Background: an optimization exercise with open tools, aiming at small area. Do not read the settings as production practice. Function was checked by simulation only, so behaviour that the tests miss may differ from the original. Power and IR drop assume default switching activity.

===== flow/flow/run.sh =====
#!/bin/bash
# Standard layout, with: combinational cells from synthesis set to their smallest drive strength before
# floorplanning; port buffers made from the smallest buffer cell; a leaner clock tree; pins allowed on every
# routing track so that a denser core still has room for them.
set -o pipefail
export PRE_FLOORPLAN_TCL="$PWD/flow/downsize.tcl"
export BUFFER_PORTS_ARGS="-buffer_cell sky130_fd_sc_hd__buf_1"
export CTS_ARGS="-sink_clustering_enable -repair_clock_nets -dont_use_dummy_load -buf_list {sky130_fd_sc_hd__clkbuf_8} -sink_clustering_size 18 -sink_clustering_max_diameter 60"
export PLACE_PINS_ARGS="-min_distance 1 -min_distance_in_tracks"
bash standard.sh > standard.log 2>&1

===== flow/flow/downsize.tcl =====
# Before floorplanning: set every combinational cell from synthesis to the smallest drive strength of its
# kind (same function and pins); the later repair steps upsize where timing or slew needs it.
proc ds_is_comb { master } {
  foreach mt [$master getMTerms] {
    if {[$mt getName] in {CLK CLK_N GATE GATE_N}} { return 0 }
  }
  return 1
}
set ds_dont_use [expr {[info exists ::env(DONT_USE_CELLS)] ? $::env(DONT_USE_CELLS) : ""}]
set n 0
foreach inst [[ord::get_db_block] getInsts] {
  set master [$inst getMaster]
  set name [$master getName]
  if {![regexp {^(sky130_fd_sc_hd__[a-z0-9]+)_([0-9]+)$} $name -> base drive]} { continue }
  if {![ds_is_comb $master]} { continue }
  if {[string match "*clk*" $base] || [string match "*conb*" $base]} { continue }
  set best $name
  set best_w [$master getWidth]
  foreach d {0 1 2} {
    set cand ${base}_$d
    if {$cand eq $name || $cand in $ds_dont_use} { continue }
    set cm [[ord::get_db] findMaster $cand]
    if {$cm eq "NULL"} { continue }
    if {[get_lib_cells -quiet */$cand] eq ""} { continue }
    if {[$cm getWidth] < $best_w} { set best $cand; set best_m $cm; set best_w [$cm getWidth] }
  }
  if {$best ne $name} {
    $inst swapMaster $best_m
    incr n
  }
}
puts "downsize.tcl: $n cells set to a smaller drive strength"

===== flow/standard.sh =====
#!/bin/bash
# synth_recipe.tcl (not shown) runs the flow's synth.tcl, then flattens the netlist and writes it again
# the make line also repeats each setting of config.mk as NAME=value (left out here)
make -C /OpenROAD-flow-scripts/flow DESIGN_CONFIG=/design/flow/config.mk WORK_HOME=/design/flow/orfs CLKGATE_MAP_FILE= SYNTH_SCRIPT=/design/flow/synth_recipe.tcl "${@:-finish}"

===== flow/config.mk =====
export PLATFORM = sky130hd
export DESIGN_NAME = lane_array_serializer
export DESIGN_NICKNAME = lane_array_serializer
export VERILOG_FILES = /design/flow/design.v
export SDC_FILE = /design/flow/constraint.sdc
export NUM_CORES = 4
export LEC_CHECK = 0
export CAP_MARGIN = 20
export CORE_MARGIN = 2
export CORE_UTILIZATION = 65
export SLEW_MARGIN = 20
export SYNTH_HIERARCHICAL = 1
export SYNTH_MINIMUM_KEEP_SIZE = 0

===== flow/constraint.sdc =====
create_clock -name core_clock -period 4.0 [get_ports {clk}]
set_input_delay 0.8000 -clock core_clock [delete_from_list [all_inputs] [get_ports {clk}]]
set_output_delay 0.8000 -clock core_clock [all_outputs]
set_load 0.01 [all_outputs]

===== flow/design.v =====
module lane_array_serializer #(
   parameter  int LANES      = 16,
   parameter  int WIDTH      = 32,
   parameter  int BEAT_LANES = 4,
   localparam int BEATS      = LANES / BEAT_LANES,
   localparam int BIDX_W     = (BEATS > 1) ? $clog2(BEATS) : 1
) (
   input  logic                        clk,
   input  logic                        rst_n,
   input  logic                        in_valid,
   output logic                        in_ready,
   input  logic [LANES*WIDTH-1:0]      in_data,
   input  logic [LANES-1:0]            in_mask,
   output logic                        out_valid,
   input  logic                        out_ready,
   output logic [BEAT_LANES*WIDTH-1:0] out_data,
   output logic [BEAT_LANES-1:0]       out_mask,
   output logic [BIDX_W-1:0]           out_beat,
   output logic                        out_last,
   output logic                        busy
);
   generate
      if (LANES % BEAT_LANES != 0) begin : g_bad_cfg
         $fatal(1, "lane_array_serializer: LANES must be a multiple of BEAT_LANES");
      end
      if (BEATS != 4) begin : g_bad_beats
         $fatal(1, "lane_array_serializer: this implementation needs exactly four beats per vector");
      end
   endgenerate
   localparam int BW = BEAT_LANES*WIDTH;    
   logic                    busy_q;
   logic [BIDX_W-1:0]       beat_q;
   logic                    last, accept, keep, adv, okeep;
   assign last     = (beat_q == BIDX_W'(BEATS - 1));
   assign in_ready = !busy_q || (last && out_ready);
   assign accept   = in_valid && in_ready;
   assign keep     = busy_q && !(last && out_ready);
   assign adv      = busy_q && out_ready && !last;
   assign okeep    = busy_q && !out_ready;
   always_ff @(posedge clk or negedge rst_n) begin
      if (!rst_n) busy_q <= 1'b0;
      else        busy_q <= accept || keep;
   end
   always_ff @(posedge clk) begin
      if (accept)   beat_q <= '0;
      else if (adv) beat_q <= beat_q + 1'b1;
   end
   logic [BW-1:0]         h1;
   logic [2*BW-1:0]       h23_n;
   logic [LANES-1:BEAT_LANES] hmask_q;
   logic                  accept_n;
   assign accept_n = !accept;
   for (genvar b = 0; b < BW; b++) begin : g_h1
      lane_array_serializer_hold u_bit (.clk(clk), .load(accept), .keep(keep), .d(in_data[BW+b]), .q(h1[b]));
   end
   for (genvar b = 0; b < 2*BW; b++) begin : g_h23
      lane_array_serializer_hold_n u_bit (.clk(clk), .load_n(accept_n), .keep(keep), .d(in_data[2*BW+b]), .q_n(h23_n[b]));
   end
   for (genvar b = BEAT_LANES; b < LANES; b++) begin : g_hmask
      lane_array_serializer_hold u_bit (.clk(clk), .load(accept), .keep(keep), .d(in_mask[b]), .q(hmask_q[b]));
   end
   logic [BEAT_LANES-1:0] s_in, s_1, s_2_n, s_3_n;
   logic [BEAT_LANES-1:0] omask_q;
   for (genvar j = 0; j < BEAT_LANES; j++) begin : g_osel
      assign s_in[j]  = accept && in_mask[j];
      assign s_1[j]   = adv && (beat_q == BIDX_W'(0)) && hmask_q[BEAT_LANES+j];
      assign s_2_n[j] = !(adv && (beat_q == BIDX_W'(1)) && hmask_q[2*BEAT_LANES+j]);
      assign s_3_n[j] = !(adv && (beat_q == BIDX_W'(2)) && hmask_q[3*BEAT_LANES+j]);
      always_ff @(posedge clk) begin
         omask_q[j] <= (accept && in_mask[j])
                    || (adv && (beat_q == BIDX_W'(0)) && hmask_q[BEAT_LANES+j])
                    || (adv && (beat_q == BIDX_W'(1)) && hmask_q[2*BEAT_LANES+j])
                    || (adv && (beat_q == BIDX_W'(2)) && hmask_q[3*BEAT_LANES+j])
                    || (okeep && omask_q[j]);
      end
      for (genvar i = 0; i < WIDTH; i++) begin : g_obit
         localparam int B = j*WIDTH + i;
         lane_array_serializer_obit u_bit (
            .clk(clk), .s_in(s_in[j]), .d_in(in_data[B]), .s_1(s_1[j]), .d_1(h1[B]), .s_keep(okeep),
            .s_2_n(s_2_n[j]), .d_2_n(h23_n[B]), .s_3_n(s_3_n[j]), .d_3_n(h23_n[BW+B]), .q(out_data[B]));
      end
   end
   assign out_valid = busy_q;
   assign busy      = busy_q;
   assign out_mask  = omask_q;
   assign out_beat  = beat_q;
   assign out_last  = last;
endmodule
module lane_array_serializer_hold (
   input  logic clk,
   input  logic load,
   input  logic keep,
   input  logic d,
   output logic q
);
   always_ff @(posedge clk) q <= (load & d) | (keep & q);
endmodule
module lane_array_serializer_hold_n (
   input  logic clk,
   input  logic load_n,
   input  logic keep,
   input  logic d,
   output logic q_n
);
   logic kq_n;    
   lane_array_serializer_nand2 u_kq (.a(keep), .b(q_n), .y(kq_n));
   always_ff @(posedge clk) q_n <= !((load_n | d) & kq_n);
endmodule
module lane_array_serializer_nand2 (
   input  logic a,
   input  logic b,
   output logic y
);
   assign y = !(a & b);
endmodule
module lane_array_serializer_obit (
   input  logic clk,
   input  logic s_in,
   input  logic d_in,
   input  logic s_1,
   input  logic d_1,
   input  logic s_keep,
   input  logic s_2_n,
   input  logic d_2_n,
   input  logic s_3_n,
   input  logic d_3_n,
   output logic q
);
   logic y_n;    
   lane_array_serializer_aoi222 u_aoi (.a1(s_in), .a2(d_in), .b1(s_1), .b2(d_1), .c1(s_keep), .c2(q), .y(y_n));
   logic d;
   lane_array_serializer_oai221 u_oai (.a1(s_2_n), .a2(d_2_n), .b1(s_3_n), .b2(d_3_n), .c1(y_n), .y(d));
   always_ff @(posedge clk) q <= d;
endmodule
module lane_array_serializer_oai221 (
   input  logic a1, a2, b1, b2, c1,
   output logic y
);
   assign y = !((a1 | a2) & (b1 | b2) & c1);
endmodule
module lane_array_serializer_aoi222 (
   input  logic a1, a2, b1, b2, c1, c2,
   output logic y
);
   assign y = !((a1 & a2) | (b1 & b2) | (c1 & c2));
endmodule

==> results of run 1 <==
## sequential cells by signal (all words and copies together) (netlist names)
name,cells
busy_q,1
g_h1.u_bit.q,128
g_h23.u_bit.q_n,256
omask_q,4
beat_q,2
g_osel.g_obit.u_bit.q,128
g_hmask.u_bit.q,12
## where the power goes
group          leakage [nW]  switching (mW)  internal [mW]
Clock                 0.252            1.55          0.795
Combinational          3.12            2.86           2.21
Sequential             4.39            1.48           8.02
## final cells by class
cell class | count | share of cell area [%]
Antenna cell | 24 | 0.290
Clock buffer | 35 | 2.33
Inverter | 10 | 0.236
Multi-Input combinational cell | 960 | 30.1
Sequential cell | 531 | 51.4
Tap cell | 335 | 2.02
Timing Repair Buffer | 698 | 13.7
## critical path: stages (launching register included)
cell and delay [ns]:
dfxtp_1 0.44, ha_1 0.34, a21bo_1 0.32, buf_1 0.28
## how the worst min path moves through the flow
stage	start	slack, ns	cells after the start	endpoint
after CTS	in_data[503]	0.38	2	g_h23[247].u_bit.q_n
after detailed placement	g_h23[0].u_bit.q_n	0.45	2	g_h23[0].u_bit.q_n
after global placement	g_h23[200].u_bit.q_n	0.44	2	g_h23[200].u_bit.q_n
after floorplan	g_h23[0].u_bit.q_n	0.43	2	g_h23[0].u_bit.q_n
after global routing	in_data[332]	0.39	2	g_h23[76].u_bit.q_n
final	in_data[503]	0.39	2	g_h23[247].u_bit.q_n
## per-stage QoR
stage | setup TNS (ns) | setup slack, ns | utilization, % | area, um^2 | instances
floorplan | -451.70 | -1.41 | - | 16900 | 1504
global route | 0 | 1.17 | 80.3 | 20700 | 2583
global placement | 0 | 1.07 | 78.2 | 20200 | 2533
detailed placement | 0 | 0.964 | 78.2 | 20200 | 2533
finish | 0 | 1.26 | 80.4 | 20700 | 2593
CTS | 0 | 1.26 | 80.1 | 20600 | 2569
## layer usage
metal  track usage (%)  wire length (um)  up-vias
met5                 0                82        -
met4              28.3              4390       12
met3              16.0              7490      291
met2              59.0             25600     1111
met1              47.0             20100     7815
li1                  -                 -     7526
## repair_timing
action	in CTS	in global routing
hold buffers	1	0
hold endpoints to repair	1	0
gates resized for setup	0	0
==> summary.txt, run 1 <==
Status - no timing/DRC/antenna violations
Final period util - 68.6%
TritonCTS Sinks - 531
Syn_nets - 2040
Register Area - 10600 um^2
Mapped Cells - 1504
Vias after detailed routing - 16800
FF-to-FF Start - beat_q[0]
Die W - 165 um
Initial DRT Pass Iterations - 9
Vias in the first global route - 15800
Input/output buffers - 669
Routed Antenna Nets - 0
R2R Path End - g_osel[0].g_obit[28].u_bit.q
CTS tree - done
CP endpoint kind - primary output
H-tree depth - 2
Initial antenna violation count - 25
Unrepaired setup endpoints after global routing - no
Wire length per cell - 22.3 um
Maximum clock rate - 364 MHz
Max Cap Viol - 0
GP Congestion - 0.946
Setup crit start kind - flip-flop
Worst-skew pair later-pin latency - 0.57 ns
Largest net degree at the start of global routing - 157
Crit path max fanout - 8
Die area - 27300 um^2
Worst Max-Slew Pin Slew - 1.13 ns
# fillers - 1800
First-pass GRT wire length - 84600 um
Worst clock skew - 0.0274 ns
Most frequent cells in the layout - buf_1, dfxtp_1, nand2_1
Worst setup path end - in_ready
Yosys Warn Count - 10
Postcts setup bufs - 0
CP Class - reg2out
Most common cell after layout, fill and taps aside - buf_1
Nets@finish - 2772
Starting Density - 65.6%
Hold_ws - 0.390 ns
Final hold violations - 0
CORE AREA - 25800 um^2
Clock Tree Buf Depth - 3
Final min period - 2.74 ns
Ports - 670
Worst slew margin - 24.7%
# setup viols final - 0
All-layer global routing usage - 39.8%
Max Transition Viols Final - 0
Worst reg2reg path depth - 7
Req. time, crit path - 3.20 ns
Die height - 165 um
HPWL after DPL - 38100 um
Arr. time, crit path - 1.94 ns
Tot Pwr - 16.9 mW
Clock buffer count from CTS - 35
Final wirelength - 57700 um
Reg2Reg Setup Slack - 1.44 ns
Num rows - 59
Clk slew on worst S/H paths - 0.11 ns
Fraction of layout cells with a size suffix above 1 - 3.00%
Clk root buf - clkbuf_8
Peak VDD IR - 0.582 mV
DRC viols - 0
Crit. Startpoint - beat_q[0]
Cell leakage power - 7.76 nW
Total grt overflow - 0
Initial DRC count - 2544
Pwr Density - 816 nW/um^2
Multi-input combinational cell area - 6230 um^2
Hold/Removal Path Class - in2reg
Vias/cell - 6.46
==> run 2: changes to the inputs <==
--- a/flow/config.mk
+++ b/flow/config.mk
@@ -9,3 +9,4 @@
 export CORE_MARGIN = 2
-export CORE_UTILIZATION = 65
+export CORE_UTILIZATION = 55
+export GPL_TIMING_DRIVEN = 0
 export SLEW_MARGIN = 20
==> summary.txt, run 2 <==
Status - no timing/DRC/antenna violations
Max Cap Viol - 0 (unchanged)
Vias in the first global route - 14900 (-5.7%)
Worst Max-Slew Pin Slew - 0.822 ns (-0.305 ns)
Most common cell after layout, fill and taps aside - buf_1
Wire length per cell - 21.7 um (-2.5%)
Vias/cell - 6.12 (-5.2%)
All-layer global routing usage - 33.2% (-6.6 points)
Largest net degree at the start of global routing - 109 (-31%)
Syn_nets - 2040 (unchanged)
Final min period - 2.80 ns (+0.0533 ns)
Cell leakage power - 7.85 nW (+1.1%)
Arr. time, crit path - 3.24 ns (+1.30 ns)
Input/output buffers - 669 (unchanged)
FF-to-FF Start - beat_q[0]
Req. time, crit path - 4.44 ns (+1.24 ns)
Initial DRC count - 1569 (-38%)
Final period util - 69.9% (+1.3 points)
Min-delay src - in_data[288]
Starting Density - 55.6% (-10 points)
First-pass GRT wire length - 83100 um (-1.7%)
Die height - 179 um (+8.5%)
Pint - 11.2 mW (+1.6%)
Met1 global-route usage - 40.1% (-6.9 points)
Crit path max fanout - 39 (+31)
Postcts setup bufs - 0 (unchanged)
Initial antenna violation count - 37 (+48%)
Clk root buf - clkbuf_8
Met2 usage - 47.8% (-11 points)
Seq pwr share - 55.4% (-0.8 points)
Clock Tree Buf Depth - 3 (unchanged)
Max Transition Viols Final - 0 (unchanged)
Most Crowded Layer GR - met2
Die area - 32200 um^2 (+18%)
Worst-skew pair later-pin latency - 0.59 ns (+0.02 ns)
DRC viols - 0 (unchanged)
Ports - 670 (unchanged)
Unrepaired setup endpoints after global routing - no
Final hold violations - 0 (unchanged)
Top reg by flops - g_h23.u_bit.q_n
Setup crit start kind - flip-flop
# setup viols final - 0 (unchanged)
# fillers - 2611 (+45%)
Largest register FFs - 256 (unchanged)
Comb pwr share - 30.4% (+0.5 points)
CTS tree - done
Maximum clock rate - 357 MHz (-1.9%)
Switch Pwr - 5.83 mW (-0.95%)
GP Congestion - 0.882 (-6.9%)
Pwr Density - 808 nW/um^2 (-1.0%)
Fraction of layout cells with a size suffix above 1 - 3.58% (+0.58 points)
Met3 usage - 15.4% (-0.66 points)
Initial DRT Pass Iterations - 9 (unchanged)
Hold/Removal Path Class - in2reg
CP endpoint kind - flip-flop
Switching share of power - 34.2% (-0.58 points)
CORE AREA - 30400 um^2 (+18%)
Num rows - 64 (+8.5%)
Final Core Density - 69.3% (-11 points)
Total grt overflow - 0 (unchanged)
Worst slew margin - 45.0% (+20 points)
Placed inst area - 20500 um^2 (+1.6%)
TritonCTS Sinks - 531 (unchanged)
Most frequent cells in the layout - buf_1, dfxtp_1, nand2_1
Crit. Startpoint - beat_q[0]
CP Class - reg2reg
Worst clock skew - 0.0430 ns (+0.0157 ns)
Peak VDD IR - 0.473 mV (-19%)
Mapped Cells - 1504 (unchanged)
Clock buffer count from CTS - 37 (+5.7%)
Finished Cell Area - 21100 um^2 (+1.8%)
Biggest regs - g_h23.u_bit.q_n: 256 flops, g_h1.u_bit.q: 128 flops, g_osel.g_obit.u_bit.q: 128 flops
Yosys Warn Count - 10 (unchanged)
HPWL after DPL - 38700 um (+1.6%)
Hold_ws - 0.371 ns (-0.0182 ns)
Vias after detailed routing - 16300 (-2.7%)
Final wirelength - 57800 um (+0.16%)
Die W - 179 um (+8.5%)
Routed Antenna Nets - 0 (unchanged)
Nets@finish - 2771 (-0.036%)
Clk slew on worst S/H paths - 0.11 ns (about the same)
Clock group share of total power - 14.2% (+0.3 points)
H-tree depth - 2 (unchanged)
[run 2: repair_timing]
action | 4_1_cts | 5_1_grt
hold buffers | 1 | 0
gates resized for setup | 0 | 0
hold endpoints to repair | 1 | 0
[run 2: final timing paths]
check	to	slack, ns	cells past startpoint
min	g_h23[32].u_bit.q_n	0.37	2
min in group asynchronous	busy_q	0.53	2
max reg2reg	g_h1[123].u_bit.q	1.20	9
max in group asynchronous	busy_q	3.38	2
min reg2reg	g_h23[0].u_bit.q_n	0.46	2
max	g_h1[123].u_bit.q	1.20	9
[run 2: area by class of cell]
type                            count  area [um^2]  share of cell area (%)
Antenna cell                       34         85.1                   0.404
Inverter                           10         48.8                   0.232
Multi-Input combinational cell    960         6250                    29.7
Clock buffer                       37          509                    2.42
Tap cell                          396          495                    2.35
Sequential cell                   531        10600                    50.5
Timing Repair Buffer              692         3030                    14.4
Buffer                              3         18.8                  0.0890
[run 2: power groups by stage]
| stage | registers (mW) | logic, mW | clock network (mW) |
|---|---|---|---|
| after floorplan | 9.49 | 3.15 | 0 |
| after global placement | 9.41 | 4.97 | 0 |
| after detailed placement | 9.50 | 5.13 | 0 |
| after CTS | 9.40 | 5.14 | 2.47 |
| after global routing | 9.72 | 5.72 | 2.65 |
| final | 9.43 | 5.18 | 2.42 |
[run 2: per-layer routing]
layer  wire [um]  vias to the layer above  share of wire (%)
li1            -                     7551                  -
met1       21700                     7614                 37
met2       25200                      895                 44
met3        7300                      222                 13
met4        3530                       22                6.1
met5         146                        -               0.25
[run 2: metrics by stage]
stage	setup slack (ns)	power, mW	setup TNS (ns)	cells
finish	1.20	17.0	0	2663
global route	1.03	18.1	0	2643
CTS	1.19	17.0	0	2629
detailed placement	0.944	14.6	0	2591
global placement	-4.63	14.4	-2109.72	2569
floorplan	-1.41	12.6	-451.70	1504
[run 2: critical path: stages (launching register included)]
cell and delay [ns]:
dfxtp_1 0.44, ha_1 0.29, a21bo_1 0.15, buf_6 0.14, clkinvlp_4 0.46, buf_12 0.38, buf_12 0.20, buf_12 0.19
buf_12 0.18, a22o_1 0.21
==> run 3: changes to the inputs <==
--- a/flow/config.mk
+++ b/flow/config.mk
@@ -10,3 +10,2 @@
 export CORE_UTILIZATION = 55
-export GPL_TIMING_DRIVEN = 0
 export SLEW_MARGIN = 20
==> summary.txt, run 3 <==
Status - no timing/DRC/antenna violations
Nets@finish - 2782 (+0.40%)
Initial antenna violation count - 31 (-16%)
Worst clock skew - 0.0508 ns (+0.00777 ns)
Setup crit start kind - flip-flop
Switch Pwr - 5.83 mW (about the same)
Maximum clock rate - 357 MHz (about the same)
Worst-skew pair later-pin latency - 0.58 ns (about the same)
CTS tree - done
Num rows - 64 (unchanged)
Routed Antenna Nets - 0 (unchanged)
Die height - 179 um (unchanged)
Tot Pwr - 16.9 mW (-0.95%)
Biggest regs - g_h23.u_bit.q_n: 256 flops, g_h1.u_bit.q: 128 flops, g_osel.g_obit.u_bit.q: 128 flops
Most common cell after layout, fill and taps aside - buf_1
Clock Tree Buf Depth - 3 (unchanged)
First-pass GRT wire length - 83800 um (+0.77%)
Top reg by flops - g_h23.u_bit.q_n
Cell leakage power - 7.80 nW (-0.63%)
Clk slew on worst S/H paths - 0.11 ns (about the same)
Largest net degree at the start of global routing - 156 (+43%)
Max Cap Viol - 0 (unchanged)
Final wirelength - 58200 um (+0.59%)
Pint - 11.0 mW (-1.4%)
Vias after detailed routing - 16400 (+0.50%)
Initial DRT Pass Iterations - 9 (unchanged)
Clk root buf - clkbuf_8
Initial DRC count - 1871 (+19%)
Reg2Reg Setup Slack - 1.31 ns (+0.11 ns)
Peak VDD IR - 0.540 mV (+14%)
Crit path cell chain - ha_1, a21bo_1, buf_1
Yosys Warn Count - 10 (unchanged)
Final hold violations - 0 (unchanged)
Most frequent cells in the layout - buf_1, dfxtp_1, nand2_1
Clock group share of total power - 14.1% (about the same)
Die W - 179 um (unchanged)
Setup Total Neg Slack - 0 ns (unchanged)
CP endpoint kind - primary output
Seq pwr share - 56.1% (+0.7 points)
Vias in the first global route - 15200 (+1.9%)
Worst slew margin - 37.3% (-7.7 points)
Unrepaired setup endpoints after global routing - no
Worst Max-Slew Pin Slew - 0.941 ns (+0.119 ns)
Syn_nets - 2040 (unchanged)
Ports - 670 (unchanged)
Place WS - 1.05 ns (+0.104 ns)
All-layer global routing usage - 33.4% (+0.17 points)
Final period util - 70.0% (about the same)
Mapped Cells - 1504 (unchanged)
DRC viols - 0 (unchanged)
GP Congestion - 0.880 (-0.16%)
HPWL after DPL - 38700 um (-0.23%)
Vias/cell - 6.14 (+0.35%)
Final Worst Setup Slack - 1.20 ns (-0.000320 ns)
Hold_ws - 0.377 ns (+0.00586 ns)
# setup viols final - 0 (unchanged)
CP Class - reg2out
Fraction of layout cells with a size suffix above 1 - 3.43% (-0.15 points)
Starting Density - 55.6% (unchanged)
TritonCTS Sinks - 531 (unchanged)
Switching share of power - 34.6% (+0.33 points)
Die area - 32200 um^2 (unchanged)
Hold/Removal Path Class - in2reg
Input/output buffers - 669 (unchanged)
Wire length per cell - 21.8 um (+0.44%)
Largest register FFs - 256 (unchanged)
CORE AREA - 30400 um^2 (unchanged)
Pwr Density - 810 nW/um^2 (+0.26%)
Final min period - 2.80 ns (+0.000320 ns)
Total grt overflow - 0 (unchanged)
Final Core Density - 68.4% (-0.84 points)
Critical path's slowest cell - dfxtp_1
Crit path max-delay family - flip-flops
Max Transition Viols Final - 0 (unchanged)
Buf+Inv Stages, Crit Path - 1 (-5)
Crit path max fanout - 8 (-79%)
Clock buffer count from CTS - 36 (-2.7%)
H-tree depth - 2 (unchanged)
Worst stage delay on the critical path - 0.45 ns (about the same)
Req. time, crit path - 3.20 ns (-1.24 ns)
Arr. time, crit path - 2.00 ns (-1.24 ns)
Comb pwr share - 29.8% (-0.6 points)
-- run 3: final timing paths --
check                                      from                          end  cells after the start
max reg2reg                           beat_q[0]         g_h23[181].u_bit.q_n                      6
max in group asynchronous                 rst_n                       busy_q                      2
max                                   beat_q[0]                     in_ready                      3
min                                in_data[443]         g_h23[187].u_bit.q_n                      2
min in group asynchronous                 rst_n                       busy_q                      2
min reg2reg                g_h23[198].u_bit.q_n  g_osel[2].g_obit[6].u_bit.q                      1
-- run 3: repair_timing --
action / in CTS / in global routing
endpoints found under the hold margin: 1 / 0
hold buffers: 1 / 0
buffers inserted: 0 / 0
gates resized for setup: 0 / 0
-- run 3: cell type report --
| type | count | area [um^2] |
|---|---|---|
| diodes | 27 | 67.6 |
| repair buffers | 707 | 2850 |
| well taps | 396 | 495 |
| inverters | 10 | 48.8 |
| multi-input cells | 960 | 6230 |
| clock buffers | 36 | 495 |
| flip-flops and latches | 531 | 10600 |
| fillers | 2640 | 9610 |
-- run 3: worst reg2reg max path, delay by kind of cell, from the launching register on --
family	cells	cell delay, ns
buffers and inverters	2	1.12
AO/OA/AOI/OAI	2	0.53
flip-flops	1	0.38
adder cells (fa/ha/maj)	1	0.30
AND/OR/NAND/NOR	1	0.24
-- run 3: layer usage --
metal | vias to the layer above | part of all wire, % | track usage [%]
met2 | 936 | 44 | 50.0
met4 | 14 | 5.4 | 18.9
met1 | 7693 | 37 | 40.9
met3 | 192 | 13 | 13.5
met5 | - | 0.16 | 0
li1 | 7550 | - | -
-- run 3: power by group through the flow --
stage | Clock, mW | Sequential [mW] | Combinational [mW]
6_report | 2.38 | 9.47 | 5.02
5_1_grt | 2.61 | 9.75 | 5.55
4_1_cts | 2.42 | 9.43 | 4.97
3_5_place_dp | 0 | 9.52 | 4.95
3_3_place_gp | 0 | 9.45 | 4.78
2_1_floorplan | 0 | 9.49 | 3.15
-- run 3: per-stage QoR --
step	cell area [um^2]	std cells
global placement	20200	2603
detailed placement	20200	2603
CTS	20800	2640
finish	20800	2667
floorplan	16900	1504
global route	20800	2654
==> run 4: changes to the inputs <==
--- a/flow/config.mk
+++ b/flow/config.mk
@@ -7,6 +7,6 @@
 export LEC_CHECK = 0
-export CAP_MARGIN = 20
+export CAP_MARGIN = 0
 export CORE_MARGIN = 2
 export CORE_UTILIZATION = 55
-export SLEW_MARGIN = 20
+export SLEW_MARGIN = 0
 export SYNTH_HIERARCHICAL = 1
==> summary.txt, run 4 <==
Status - no timing/DRC/antenna violations
Critical path's slowest cell - dfxtp_1
Worst stage delay on the critical path - 0.45 ns (about the same)
Worst slew margin - 37.3% (unchanged)
H-tree depth - 2 (unchanged)
DRC viols - 0 (unchanged)
Hold_buf cts - 1 (unchanged)
Die area - 32200 um^2 (unchanged)
Final wirelength - 58200 um (unchanged)
Crit path cell chain - ha_1, a21bo_1, buf_1
Tot Pwr - 16.9 mW (unchanged)
Clk root buf - clkbuf_8
Nets@finish - 2782 (unchanged)
Place WS - 1.05 ns (unchanged)
Die height - 179 um (unchanged)
Total grt overflow - 0 (unchanged)
CP Class - reg2out
Biggest regs - g_h23.u_bit.q_n: 256 flops, g_h1.u_bit.q: 128 flops, g_osel.g_obit.u_bit.q: 128 flops
Arr. time, crit path - 2.00 ns (about the same)
Req. time, crit path - 3.20 ns (about the same)
First-pass GRT wire length - 83800 um (unchanged)
Hold/Removal Path Class - in2reg
Cell leakage power - 7.80 nW (unchanged)
Input/output buffers - 669 (unchanged)
Routed Antenna Nets - 0 (unchanged)
Vias in the first global route - 15200 (unchanged)
GP Congestion - 0.880 (unchanged)
Initial DRC count - 1871 (unchanged)
Max Transition Viols Final - 0 (unchanged)
Top reg by flops - g_h23.u_bit.q_n
Yosys Warn Count - 10 (unchanged)
Fraction of layout cells with a size suffix above 1 - 3.43% (unchanged)
FF-to-FF Start - beat_q[0]
Register Area - 10600 um^2 (unchanged)
Mapped Cells - 1504 (unchanged)
Postcts setup bufs - 0 (unchanged)
Final hold violations - 0 (unchanged)
CP endpoint kind - primary output
Worst Max-Slew Pin Slew - 0.941 ns (unchanged)
Ports - 670 (unchanged)
Multi-input combinational cell area - 6230 um^2 (unchanged)
CTS tree - done
Final Worst Setup Slack - 1.20 ns (unchanged)
Post-CTS resize count - 0 (unchanged)
Worst-skew pair later-pin latency - 0.58 ns (about the same)
TritonCTS Sinks - 531 (unchanged)
Crit. Startpoint - beat_q[0]
Most frequent cells in the layout - buf_1, dfxtp_1, nand2_1
Min-delay src - in_data[443]
CORE AREA - 30400 um^2 (unchanged)
HPWL after DPL - 38700 um (unchanged)
Setup crit start kind - flip-flop
Starting Density - 55.6% (unchanged)
Largest register FFs - 256 (unchanged)
Num rows - 64 (unchanged)
Unrepaired setup endpoints after global routing - no
Largest net degree at the start of global routing - 156 (unchanged)
Peak VDD IR - 0.540 mV (unchanged)
Clk slew on worst S/H paths - 0.11 ns (about the same)
All-layer global routing usage - 33.4% (unchanged)
# fillers - 2640 (unchanged)
Final min period - 2.80 ns (unchanged)
Clock buffer count from CTS - 36 (unchanged)
Clock Tree Buf Depth - 3 (unchanged)
Vias/cell - 6.14 (unchanged)
Most common cell after layout, fill and taps aside - buf_1
Die W - 179 um (unchanged)
Initial DRT Pass Iterations - 9 (unchanged)
Final period util - 70.0% (unchanged)
Wire length per cell - 21.8 um (unchanged)
# setup viols final - 0 (unchanged)
Max Cap Viol - 0 (unchanged)
Initial antenna violation count - 31 (unchanged)
Syn_nets - 2040 (unchanged)
Vias after detailed routing - 16400 (unchanged)
Worst clock skew - 0.0508 ns (unchanged)
Pwr Density - 810 nW/um^2 (unchanged)
Crit path max fanout - 8 (unchanged)
Maximum clock rate - 357 MHz (unchanged)
## run 4: critical path, delay by kind of cell (launching register included)
family | cells | cell delay [ns]
AOI/OAI and AO/OA | 1 | 0.34
buffers and inverters | 1 | 0.32
DFF | 1 | 0.45
adders and majority gates | 1 | 0.31
## run 4: routing by layer
layer	vias up	wire, um	share of wire (%)	global-route usage, %
li1	7550	-	-	-
met2	936	25800	44	50.0
met1	7693	21700	37	40.9
met3	192	7410	13	13.5
met4	14	3140	5.4	18.9
met5	-	92	0.16	0
## run 4: power by group
group	leakage (nW)	internal, mW	total [mW]	switching [mW]
clock	0.259	0.817	2.38	1.56
combinational	3.15	2.20	5.02	2.82
sequential	4.39	8.02	9.47	1.45
total	7.80	11.0	16.9	5.83
## run 4: path summary, 6_finish.rpt
path | to | slack (ns) | cells past startpoint
worst min register to register | g_osel[2].g_obit[6].u_bit.q | 0.46 | 1
min in group asynchronous | busy_q | 0.53 | 2
max in group asynchronous | busy_q | 3.37 | 2
worst min-delay path | g_h23[187].u_bit.q_n | 0.38 | 2
worst max-delay path | in_ready | 1.20 | 3
worst max register to register | g_h23[181].u_bit.q_n | 1.31 | 6
## run 4: through the flow
| stage | utilization [%] | instances | hold WS (ns) | cell area, um^2 | setup TNS [ns] |
|---|---|---|---|---|---|
| after floorplan | - | 1504 | 0.429 | 16900 | -451.70 |
| after global placement | 66.5 | 2603 | 0.444 | 20200 | 0 |
| after detailed placement | 66.5 | 2603 | 0.450 | 20200 | 0 |
| after CTS | 68.2 | 2640 | 0.354 | 20800 | 0 |
| after global routing | 68.3 | 2654 | 0.370 | 20800 | 0 |
| final | 68.4 | 2667 | 0.377 | 20800 | 0 |
## run 4: layout make-up
cell class                 instances  area share [%]
multi-input combinational        960            29.9
antenna                           27           0.325
tap                              396            2.38
sequential                       531            51.1
inverter                          10           0.234
clock buffer                      36            2.38
timing repair buffer             707            13.7
==> run 5: changes to the inputs <==
--- a/flow/flow/run.sh
+++ b/flow/flow/run.sh
@@ -7,3 +7,3 @@
 export BUFFER_PORTS_ARGS="-buffer_cell sky130_fd_sc_hd__buf_1"
-export CTS_ARGS="-sink_clustering_enable -repair_clock_nets -dont_use_dummy_load -buf_list {sky130_fd_sc_hd__clkbuf_8} -sink_clustering_size 18 -sink_clustering_max_diameter 60"
+export CTS_ARGS="-sink_clustering_enable -repair_clock_nets -dont_use_dummy_load -buf_list {sky130_fd_sc_hd__clkbuf_16} -sink_clustering_size 30 -sink_clustering_max_diameter 60"
 export PLACE_PINS_ARGS="-min_distance 1 -min_distance_in_tracks"
--- a/flow/config.mk
+++ b/flow/config.mk
@@ -7,6 +7,6 @@
 export LEC_CHECK = 0
-export CAP_MARGIN = 0
+export CAP_MARGIN = 20
 export CORE_MARGIN = 2
-export CORE_UTILIZATION = 55
-export SLEW_MARGIN = 0
+export CORE_UTILIZATION = 65
+export SLEW_MARGIN = 20
 export SYNTH_HIERARCHICAL = 1
==> summary.txt, run 5 <==
Status - no timing/DRC/antenna violations
Top sig layer - met5
Final Core Density - 81.8% (+13 points)
Most common cell after layout, fill and taps aside - buf_1
Max Cap Viol - 0 (unchanged)
Nets@finish - 2770 (-0.43%)
Initial DRT Pass Iterations - 8 (-1)
Final min period - 2.73 ns (-0.0635 ns)
Tot Pwr - 17.8 mW (+5.4%)
Most frequent CP cell - buf_1
DRC viols - 0 (unchanged)
Input/output buffers - 669 (unchanged)
WL met1 - 20200 um (-7.0%)
Maximum clock rate - 366 MHz (+2.3%)
Final wirelength - 58900 um (+1.3%)
Crit path cell chain - buf_1, a21bo_1, buf_1
Initial DRC count - 2591 (+38%)
Pwr Density - 844 nW/um^2 (+4.2%)
Clock Tree Buf Depth - 3 (unchanged)
Worst slew margin - 25.6% (-12 points)
Placed inst area - 20200 um^2 (-0.46%)
Top reg by flops - g_h23.u_bit.q_n
Most frequent cells in the layout - buf_1, dfxtp_1, nand2_1
R2R Path End - g_osel[0].g_obit[9].u_bit.q
# setup viols final - 0 (unchanged)
CP endpoint kind - primary output
Num rows - 59 (-7.8%)
Final period util - 68.4% (-1.6 points)
CORE AREA - 25800 um^2 (-15%)
Total grt overflow - 0 (unchanged)
Worst stage delay on the critical path - 0.48 ns (+0.03 ns)
Vias/cell - 6.49 (+5.7%)
Reg2Reg Setup Slack - 1.41 ns (+0.10 ns)
Vias in the first global route - 16000 (+5.7%)
CTS tree - done
Crit path max fanout - 15 (+7)
Starting Density - 65.6% (+10 points)
CP Class - in2out
Clk slew on worst S/H paths - 0.06 ns (-0.05 ns)
Met3 Wirelength - 7670 um (+3.5%)
Ports - 670 (unchanged)
Largest net degree at the start of global routing - 157 (+0.64%)
Met2 WL - 26600 um (+3.2%)
Yosys Warn Count - 10 (unchanged)
Fraction of layout cells with a size suffix above 1 - 2.96% (-0.47 points)
Unrepaired setup endpoints after global routing - no
Die W - 165 um (-7.8%)
Max Transition Viols Final - 0 (unchanged)
Worst clock skew - 0.0465 ns (-0.00428 ns)
Hold/Removal Path Class - in2async
Arr. time, crit path - 1.93 ns (-0.07 ns)
Post-CTS resize count - 0 (unchanged)
Postcts setup bufs - 0 (unchanged)
# fillers - 1734 (-34%)
Wire length per cell - 22.7 um (+4.2%)
Die height - 165 um (-7.8%)
Syn_nets - 2040 (unchanged)
Hold_buf cts - 0 (-1)
Final hold violations - 0 (unchanged)
TritonCTS Sinks - 531 (unchanged)
All-layer global routing usage - 40.6% (+7.2 points)
Worst reg2reg path depth - 7 (+1)
Non-Filler Instances - 2593 (-2.8%)
H-tree depth - 2 (unchanged)
Clock buffer count from CTS - 34 (-5.6%)
Finished Cell Area - 21100 um^2 (+1.2%)
Worst-skew pair later-pin latency - 0.55 ns (-0.03 ns)
Setup crit start kind - primary input
GP Congestion - 0.946 (+7.5%)
Worst Max-Slew Pin Slew - 1.11 ns (+0.173 ns)
HPWL after DPL - 38100 um (-1.4%)
Critical path's slowest cell - buf_1
Die area - 27300 um^2 (-15%)
Biggest regs - g_h23.u_bit.q_n: 256 flops, g_h1.u_bit.q: 128 flops, g_osel.g_obit.u_bit.q: 128 flops
Initial antenna violation count - 26 (-16%)
First-pass GRT wire length - 86100 um (+2.8%)
Clk root buf - clkbuf_16
Routed Antenna Nets - 0 (unchanged)
Peak VDD IR - 0.581 mV (+7.6%)
Largest register FFs - 256 (unchanged)
Mapped Cells - 1504 (unchanged)
FF-to-FF Start - beat_q[0]
Placed cell count - 2533 (-2.7%)
Req. time, crit path - 3.20 ns (about the same)
Cell leakage power - 7.93 nW (+1.6%)
Vias after detailed routing - 16800 (+2.7%)
==> run 5: cell type report <==
cell class / count / area, um^2 / share of cell area, %
multi-input cells: 960 / 6230 / 29.6
inverters: 10 / 48.8 / 0.232
clock buffers: 34 / 851 / 4.04
flip-flops and latches: 531 / 10600 / 50.5
repair buffers: 697 / 2820 / 13.4
well taps: 335 / 419 / 1.99
diodes: 26 / 65.1 / 0.309
==> run 5: per-layer routing <==
metal / up-vias / track usage, %
li1: 7542 / -
met1: 7797 / 46.9
met2: 1188 / 61.5
met3: 293 / 16.8
met4: 14 / 27.9
met5: - / 1.70
==> run 5: how the worst max path moves through the flow <==
stage               depth (start not counted)  startpoint  slack [ns]                            to
floorplan                                   4   out_ready       -1.41               g_h1[0].u_bit.q
global placement                            7   out_ready        1.07  g_osel[0].g_obit[30].u_bit.q
detailed placement                          7   out_ready        0.96  g_osel[0].g_obit[30].u_bit.q
CTS                                         3   beat_q[0]        1.29                      in_ready
global route                                3   out_ready        1.17                      in_ready
finish                                      3   out_ready        1.27                      in_ready
==> run 5: stage by stage <==
stage / TNS (ns) / hold WS (ns) / setup slack [ns]
after floorplan: -451.70 / 0.429 / -1.41
after global placement: 0 / 0.443 / 1.07
after detailed placement: 0 / 0.449 / 0.964
after CTS: 0 / 0.0516 / 1.29
after global routing: 0 / 0.0538 / 1.17
final: 0 / 0.0506 / 1.27
==> run 5: critical path: cells and delay by family <==
family                 cells  cell delay [ns]
buffers and inverters      2             0.77
AO/OA/AOI/OAI              1             0.36
==> run 5: report_power, final <==
group / leakage, nW / internal (mW) / switching [mW] / total [mW]
clock: 0.419 / 1.51 / 1.65 / 3.16
sequential: 4.39 / 8.03 / 1.51 / 9.54
combinational: 3.12 / 2.21 / 2.87 / 5.08
==> run 6: changes to the inputs <==
--- a/flow/design.v
+++ b/flow/design.v
@@ -33,3 +33,5 @@
    logic                    last, accept, keep, adv, okeep;
-   assign last     = (beat_q == BIDX_W'(BEATS - 1));
+   logic [BEATS-1:0] beat_is;
+   lane_array_serializer_dec2 u_dec (.b(beat_q), .y(beat_is));
+   assign last     = beat_is[BEATS-1];
    assign in_ready = !busy_q || (last && out_ready);
@@ -43,5 +45,7 @@
    end
+   logic [BIDX_W-1:0] beat_inc;
+   assign beat_inc = {beat_q[1] ^ beat_q[0], !beat_q[0]};
    always_ff @(posedge clk) begin
       if (accept)   beat_q <= '0;
-      else if (adv) beat_q <= beat_q + 1'b1;
+      else if (adv) beat_q <= beat_inc;
    end
@@ -65,10 +69,10 @@
       assign s_in[j]  = accept && in_mask[j];
-      assign s_1[j]   = adv && (beat_q == BIDX_W'(0)) && hmask_q[BEAT_LANES+j];
-      assign s_2_n[j] = !(adv && (beat_q == BIDX_W'(1)) && hmask_q[2*BEAT_LANES+j]);
-      assign s_3_n[j] = !(adv && (beat_q == BIDX_W'(2)) && hmask_q[3*BEAT_LANES+j]);
+      assign s_1[j]   = adv && beat_is[0] && hmask_q[BEAT_LANES+j];
+      assign s_2_n[j] = !(adv && beat_is[1] && hmask_q[2*BEAT_LANES+j]);
+      assign s_3_n[j] = !(adv && beat_is[2] && hmask_q[3*BEAT_LANES+j]);
       always_ff @(posedge clk) begin
          omask_q[j] <= (accept && in_mask[j])
-                    || (adv && (beat_q == BIDX_W'(0)) && hmask_q[BEAT_LANES+j])
-                    || (adv && (beat_q == BIDX_W'(1)) && hmask_q[2*BEAT_LANES+j])
-                    || (adv && (beat_q == BIDX_W'(2)) && hmask_q[3*BEAT_LANES+j])
+                    || (adv && beat_is[0] && hmask_q[BEAT_LANES+j])
+                    || (adv && beat_is[1] && hmask_q[2*BEAT_LANES+j])
+                    || (adv && beat_is[2] && hmask_q[3*BEAT_LANES+j])
                     || (okeep && omask_q[j]);
@@ -146 +150,7 @@
 endmodule
+module lane_array_serializer_dec2 (
+   input  logic [1:0] b,
+   output logic [3:0] y
+);
+   assign y = 4'b0001 << b;
+endmodule
--- a/flow/flow/run.sh
+++ b/flow/flow/run.sh
@@ -7,3 +7,3 @@
 export BUFFER_PORTS_ARGS="-buffer_cell sky130_fd_sc_hd__buf_1"
-export CTS_ARGS="-sink_clustering_enable -repair_clock_nets -dont_use_dummy_load -buf_list {sky130_fd_sc_hd__clkbuf_16} -sink_clustering_size 30 -sink_clustering_max_diameter 60"
+export CTS_ARGS="-sink_clustering_enable -repair_clock_nets -dont_use_dummy_load -buf_list {sky130_fd_sc_hd__clkbuf_8} -sink_clustering_size 18 -sink_clustering_max_diameter 60"
 export PLACE_PINS_ARGS="-min_distance 1 -min_distance_in_tracks"
--- a/flow/config.mk
+++ b/flow/config.mk
@@ -9,3 +9,3 @@
 export CORE_MARGIN = 2
-export CORE_UTILIZATION = 65
+export CORE_UTILIZATION = 55
 export SLEW_MARGIN = 20
==> summary.txt, run 6 <==
Status - no timing/DRC/antenna violations
Largest net degree at the start of global routing - 141 (-10%)
CP endpoint kind - flip-flop
Syn_nets - 2036 (-0.20%)
# fillers - 2579 (+49%)
HPWL after DPL - 37600 um (-1.3%)
Worst-skew pair later-pin latency - 0.58 ns (+0.03 ns)
WHS Path Cells - 2
Reg2Reg Setup Slack - 1.25 ns (-0.16 ns)
Vias after detailed routing - 16400 (-2.9%)
Crit path max-delay family - buffers and inverters
Min-delay src - in_data[262]
H-tree depth - 2 (unchanged)
# setup viols final - 0 (unchanged)
Clock buffer count from CTS - 37 (+8.8%)
Crit path cell chain - a21bo_4, clkinvlp_4, buf_4, nand2_1, o21ai_1
Met2 usage - 48.2% (-13 points)
CTS tree - done
Crit path max fanout - 107 (+92)
Nets@finish - 2770 (unchanged)
Peak VDD IR - 0.403 mV (-31%)
Met1 global-route usage - 41.1% (-5.8 points)
Worst Max-Slew Pin Slew - 1.13 ns (+0.0115 ns)
Final wirelength - 57600 um (-2.2%)
Buf+Inv Stages, Crit Path - 2 (unchanged)
Biggest regs - g_h23.u_bit.q_n: 256 flops, g_h1.u_bit.q: 128 flops, g_osel.g_obit.u_bit.q: 128 flops
Vias/cell - 6.15 (-5.3%)
Mapped Cells - 1504 (unchanged)
Most common cell after layout, fill and taps aside - buf_1
R2R Path End - g_h23[114].u_bit.q_n
Max Transition Viols Final - 0 (unchanged)
Die height - 179 um (+8.4%)
Place WS - 1.01 ns (+0.0457 ns)
Arr. time, crit path - 3.25 ns (+1.32 ns)
Starting Density - 55.5% (-10 points)
Worst reg2reg path depth - 5 (-2)
Switch Pwr - 5.76 mW (-4.5%)
Pint - 11.0 mW (-6.6%)
Clock Tree Buf Depth - 3 (unchanged)
Max Cap Viol - 0 (unchanged)
Total grt overflow - 0 (unchanged)
Worst stage delay on the critical path - 0.92 ns (+0.44 ns)
Die W - 179 um (+8.4%)
All-layer global routing usage - 33.1% (-7.5 points)
Clk slew on worst S/H paths - 0.11 ns (+0.05 ns)
Register Area - 10600 um^2 (unchanged)
Die area - 32100 um^2 (+18%)
Most frequent cells in the layout - buf_1, dfxtp_1, nand2_1
Hold/Removal Path Class - in2reg
Postcts setup bufs - 0 (unchanged)
Maximum clock rate - 364 MHz (-0.53%)
Final Worst Setup Slack - 1.25 ns (-0.0145 ns)
Met3 usage - 12.9% (-3.9 points)
GP Congestion - 0.899 (-5.0%)
Unrepaired setup endpoints after global routing - no
Worst clock skew - 0.0430 ns (-0.00356 ns)
Critical path's slowest cell - buf_4
Wire length per cell - 21.7 um (-4.7%)
Multi-input combinational cell area - 6220 um^2 (-0.16%)
Final period util - 68.7% (+0.36 points)
FF-to-FF Start - busy_q
Clk root buf - clkbuf_8
Initial antenna violation count - 32 (+23%)
First-pass GRT wire length - 82800 um (-3.8%)
Num rows - 64 (+8.5%)
Initial DRC count - 1896 (-27%)
Ports - 670 (unchanged)
Fraction of layout cells with a size suffix above 1 - 3.26% (+0.31 points)
Seq pwr share - 56.3% (+2.7 points)
Pwr Density - 804 nW/um^2 (-4.7%)
Placed cell count - 2594 (+2.4%)
Input/output buffers - 669 (unchanged)
Switching share of power - 34.4% (+0.50 points)
Routed Antenna Nets - 0 (unchanged)
Vias in the first global route - 15100 (-5.7%)
Initial DRT Pass Iterations - 9 (+1)
Comb pwr share - 29.2% (+0.6 points)
Worst slew margin - 25.0% (-0.59 points)
Yosys Warn Count - 10 (unchanged)
Final hold violations - 0 (unchanged)
CORE AREA - 30400 um^2 (+18%)
Most Crowded Layer GR - met2
Non-Filler Instances - 2659 (+2.5%)
Req. time, crit path - 4.50 ns (+1.30 ns)
DRC viols - 0 (unchanged)
Final min period - 2.75 ns (+0.0145 ns)
Clock group share of total power - 14.5% (-3.3 points)
Top reg by flops - g_h23.u_bit.q_n
Setup crit start kind - flip-flop
Largest register FFs - 256 (unchanged)
WHS Endpoint - g_h23[6].u_bit.q_n
TritonCTS Sinks - 531 (unchanged)
Cell leakage power - 7.76 nW (-2.1%)
CP Class - reg2reg
run 6: worst max path at each step:
| stage | start | endpoint | slack (ns) | cells past startpoint |
|---|---|---|---|---|
| floorplan | out_ready | g_h1[0].u_bit.q | -1.27 | 3 |
| global placement | out_ready | g_h1[123].u_bit.q | 1.06 | 6 |
| detailed placement | out_ready | g_h23[96].u_bit.q_n | 1.01 | 7 |
| CTS | beat_q[0] | g_h23[114].u_bit.q_n | 1.30 | 6 |
| global route | beat_q[0] | g_h23[114].u_bit.q_n | 1.10 | 6 |
| finish | busy_q | g_h23[114].u_bit.q_n | 1.25 | 5 |
run 6: what timing repair did:
| action | CTS | global route |
|---|---|---|
| resized for setup | 0 | 0 |
| endpoints found under the hold margin | 1 | 0 |
| hold buffers | 1 | 0 |
run 6: power by group through the flow:
| stage | clock, mW | combinational, mW | sequential, mW |
|---|---|---|---|
| after global placement | 0 | 4.66 | 9.42 |
| after floorplan | 0 | 3.05 | 9.47 |
| after CTS | 2.47 | 4.86 | 9.40 |
| final | 2.42 | 4.89 | 9.43 |
| after global routing | 2.66 | 5.44 | 9.73 |
| after detailed placement | 0 | 4.84 | 9.49 |
run 6: cell type report:
type                    count  area share, %
diodes                     27          0.325
repair buffers            700           13.7
inverters                   7          0.162
flip-flops and latches    531           51.1
multi-input cells         961           29.9
well taps                 396           2.38
clock buffers              37           2.45
run 6: metal layers:
| metal | share of wire [%] | up-vias | wire, um |
|---|---|---|---|
| met1 | 37 | 7656 | 21500 |
| met2 | 44 | 948 | 25200 |
| met4 | 5.9 | 14 | 3410 |
| li1 | - | 7515 | - |
| met3 | 13 | 220 | 7440 |
| met5 | 0.16 | - | 91 |
run 6: stage by stage:
stage	power, mW	setup TNS, ns	hold WS [ns]	cell area [um^2]	utilization (%)
after global routing	17.8	0	0.341	20800	68.3
after global placement	14.1	0	0.431	20200	66.5
final	16.7	0	0.365	20800	68.4
after detailed placement	14.3	0	0.437	20200	66.5
after CTS	16.7	0	0.343	20700	68.2
after floorplan	12.5	-425.25	0.425	16900	-
==> run 7: changes to the inputs <==
--- a/flow/config.mk
+++ b/flow/config.mk
@@ -9,3 +9,3 @@
 export CORE_MARGIN = 2
-export CORE_UTILIZATION = 55
+export CORE_UTILIZATION = 48
 export SLEW_MARGIN = 20
==> summary.txt, run 7 <==
Status - no timing/DRC/antenna violations
Postcts setup bufs - 0 (unchanged)
Finished Cell Area - 20900 um^2 (+0.27%)
Worst slew margin - 27.1% (+2.2 points)
Worst-skew pair later-pin latency - 0.57 ns (about the same)
Hold_buf cts - 1 (unchanged)
Input/output buffers - 669 (unchanged)
Maximum clock rate - 380 MHz (+4.3%)
CP Class - in2out
All-layer global routing usage - 30.8% (-2.3 points)
Setup crit start kind - primary input
Worst Max-Slew Pin Slew - 1.09 ns (-0.0326 ns)
Syn_nets - 2036 (unchanged)
Clock buffer count from CTS - 37 (unchanged)
Die height - 192 um (+6.9%)
Worst stage delay on the critical path - 0.49 ns (-0.43 ns)
Wire length per cell - 21.9 um (+1.3%)
Mapped Cells - 1504 (unchanged)
Placed inst area - 20200 um^2 (about the same)
Die W - 192 um (+6.9%)
Top reg by flops - g_h23.u_bit.q_n
TritonCTS Sinks - 531 (unchanged)
Nets@finish - 2765 (-0.18%)
Critical path's slowest cell - buf_1
Routed Antenna Nets - 0 (unchanged)
Max Transition Viols Final - 0 (unchanged)
Initial DRT Pass Iterations - 8 (-1)
Largest net degree at the start of global routing - 166 (+18%)
GP Congestion - 0.885 (-1.6%)
Largest register FFs - 256 (unchanged)
Post-CTS resize count - 0 (unchanged)
Ports - 670 (unchanged)
Final hold violations - 0 (unchanged)
Pwr Density - 803 nW/um^2 (-0.17%)
Hold/Removal Path Class - in2reg
Multi-input combinational cell area - 6220 um^2 (unchanged)
Most common cell after layout, fill and taps aside - buf_1
Place WS - 1.12 ns (+0.106 ns)
Biggest regs - g_h23.u_bit.q_n: 256 flops, g_h1.u_bit.q: 128 flops, g_osel.g_obit.u_bit.q: 128 flops
Fraction of layout cells with a size suffix above 1 - 3.05% (-0.22 points)
# setup viols final - 0 (unchanged)
Vias in the first global route - 15400 (+1.9%)
Num rows - 68 (+6.3%)
Clock Tree Buf Depth - 3 (unchanged)
Vias after detailed routing - 16000 (-2.0%)
Vias/cell - 5.87 (-4.6%)
Initial antenna violation count - 53 (+66%)
CP endpoint kind - primary output
Arr. time, crit path - 1.83 ns (-1.42 ns)
H-tree depth - 2 (unchanged)
Crit path cell chain - buf_1, a21bo_4, buf_1
Max Cap Viol - 0 (unchanged)
Crit path max-delay family - buffers and inverters
CTS tree - done
First-pass GRT wire length - 87600 um (+5.8%)
Unrepaired setup endpoints after global routing - no
DRC viols - 0 (unchanged)
Register Area - 10600 um^2 (unchanged)
Most frequent CP cell - buf_1
Clk root buf - clkbuf_8
Initial DRC count - 1519 (-20%)
Final min period - 2.63 ns (-0.114 ns)
Total grt overflow - 0 (unchanged)
# fillers - 3167 (+23%)
Crit path max fanout - 14 (-87%)
Buf+Inv Stages, Crit Path - 2 (unchanged)
Req. time, crit path - 3.20 ns (-1.30 ns)
HPWL after DPL - 38800 um (+3.1%)
Starting Density - 48.8% (-6.7 points)
Clk slew on worst S/H paths - 0.11 ns (about the same)
Yosys Warn Count - 10 (unchanged)
Worst clock skew - 0.0378 ns (-0.00521 ns)
Final Worst Setup Slack - 1.37 ns (+0.114 ns)
Final wirelength - 59900 um (+4.0%)
Final period util - 65.9% (-2.9 points)
Cell leakage power - 7.73 nW (-0.44%)
Die area - 36700 um^2 (+14%)
Setup Total Neg Slack - 0 ns (unchanged)
Most frequent cells in the layout - buf_1, dfxtp_1, nand2_1
CORE AREA - 34600 um^2 (+14%)
Peak VDD IR - 0.452 mV (+12%)
run 7: cell count changes in the layout (fill, tap and decap cells not counted):
cell	before	now
diode_2	27	45
buf_4	22	19
buf_12	8	6
run 7: where the power goes:
| group | switching (mW) | total (mW) | leakage [nW] | internal, mW |
|---|---|---|---|---|
| combinational | 2.78 | 4.90 | 3.07 | 2.12 |
| sequential | 1.41 | 9.41 | 4.39 | 8.01 |
| clock | 1.60 | 2.44 | 0.266 | 0.838 |
run 7: cell type report:
cell class | instances | share of cell area, %
Clock buffer | 37 | 2.44
Sequential cell | 531 | 51.0
Inverter | 7 | 0.162
Timing Repair Buffer | 695 | 13.3
Tap cell | 455 | 2.73
Multi-Input combinational cell | 961 | 29.8
Antenna cell | 45 | 0.540
run 7: through the flow:
step	util [%]	std cells	power (mW)	hold slack (ns)
CTS	59.9	2686	16.8	0.340
finish	60.3	2731	16.8	0.370
global route	60.1	2715	17.9	0.353
global placement	58.4	2648	14.1	0.432
detailed placement	58.4	2648	14.4	0.438
floorplan	-	1504	12.5	0.425
run 7: layer usage:
metal | track usage (%) | part of all wire (%) | vias to the layer above
met2 | 45.0 | 43 | 770
met1 | 37.6 | 39 | 7521
met4 | 18.6 | 5.6 | 22
met3 | 12.9 | 12 | 187
li1 | - | - | 7529
met5 | 0 | 0.25 | -
run 7: final timing paths:
check,from,endpoint,slack [ns],cells past startpoint
hold reg to reg,g_h23[141].u_bit.q_n,g_h23[141].u_bit.q_n,0.45,2
hold / removal,in_data[344],g_h23[88].u_bit.q_n,0.37,2
setup reg to reg,busy_q,g_h23[235].u_bit.q_n,1.51,5
min in group asynchronous,rst_n,busy_q,0.56,2
max in group asynchronous,rst_n,busy_q,3.34,2
setup / recovery,out_ready,in_ready,1.37,3

==> what the ideal ports hide <==
The results above use ideal ports. As a check the final layouts listed here were re-extracted and re-timed, cells and wires unchanged.
Step 1, drivers: a clkbuf_16 drives clk and a buf_2 each remaining input, both assumed.
Step 2 adds t to the input delays and takes it off the output delays; t is the mean of the earliest and latest rising clock arrival at the registers after step 1. Input paths then give back, and output paths get back, about the clock's delay inside the block.
Slacks: ideal / step 1 / step 2; pairs: ideal / step 1.
run	shift t [ns]	setup WS [ns]	worst hold slack (ns)	pins driven straight from the clock port
run 1	0.600	1.255 / 1.182 / 0.817	0.390 / 0.375 / 0.462	1
run 2	0.615	1.202 / 1.202 / 0.853	0.371 / 0.352 / 0.457	1
run 3	0.603	1.202 / 1.152 / 0.931	0.377 / 0.354 / 0.458	1
run 4	0.603	1.202 / 1.152 / 0.931	0.377 / 0.354 / 0.458	1
run 5	0.575	1.265 / 1.181 / 0.795	0.051 / 0.066 / 0.459	1
run 6	0.608	1.251 / 1.251 / 0.862	0.365 / 0.347 / 0.450	1
run 7	0.605	1.365 / 1.274 / 1.019	0.370 / 0.346 / 0.447	1
After both steps setup and hold are still met in every run listed. For run 5, which loses most, drivers alone change the setup slack by -0.084 ns; drivers and shift together by -0.470 ns.
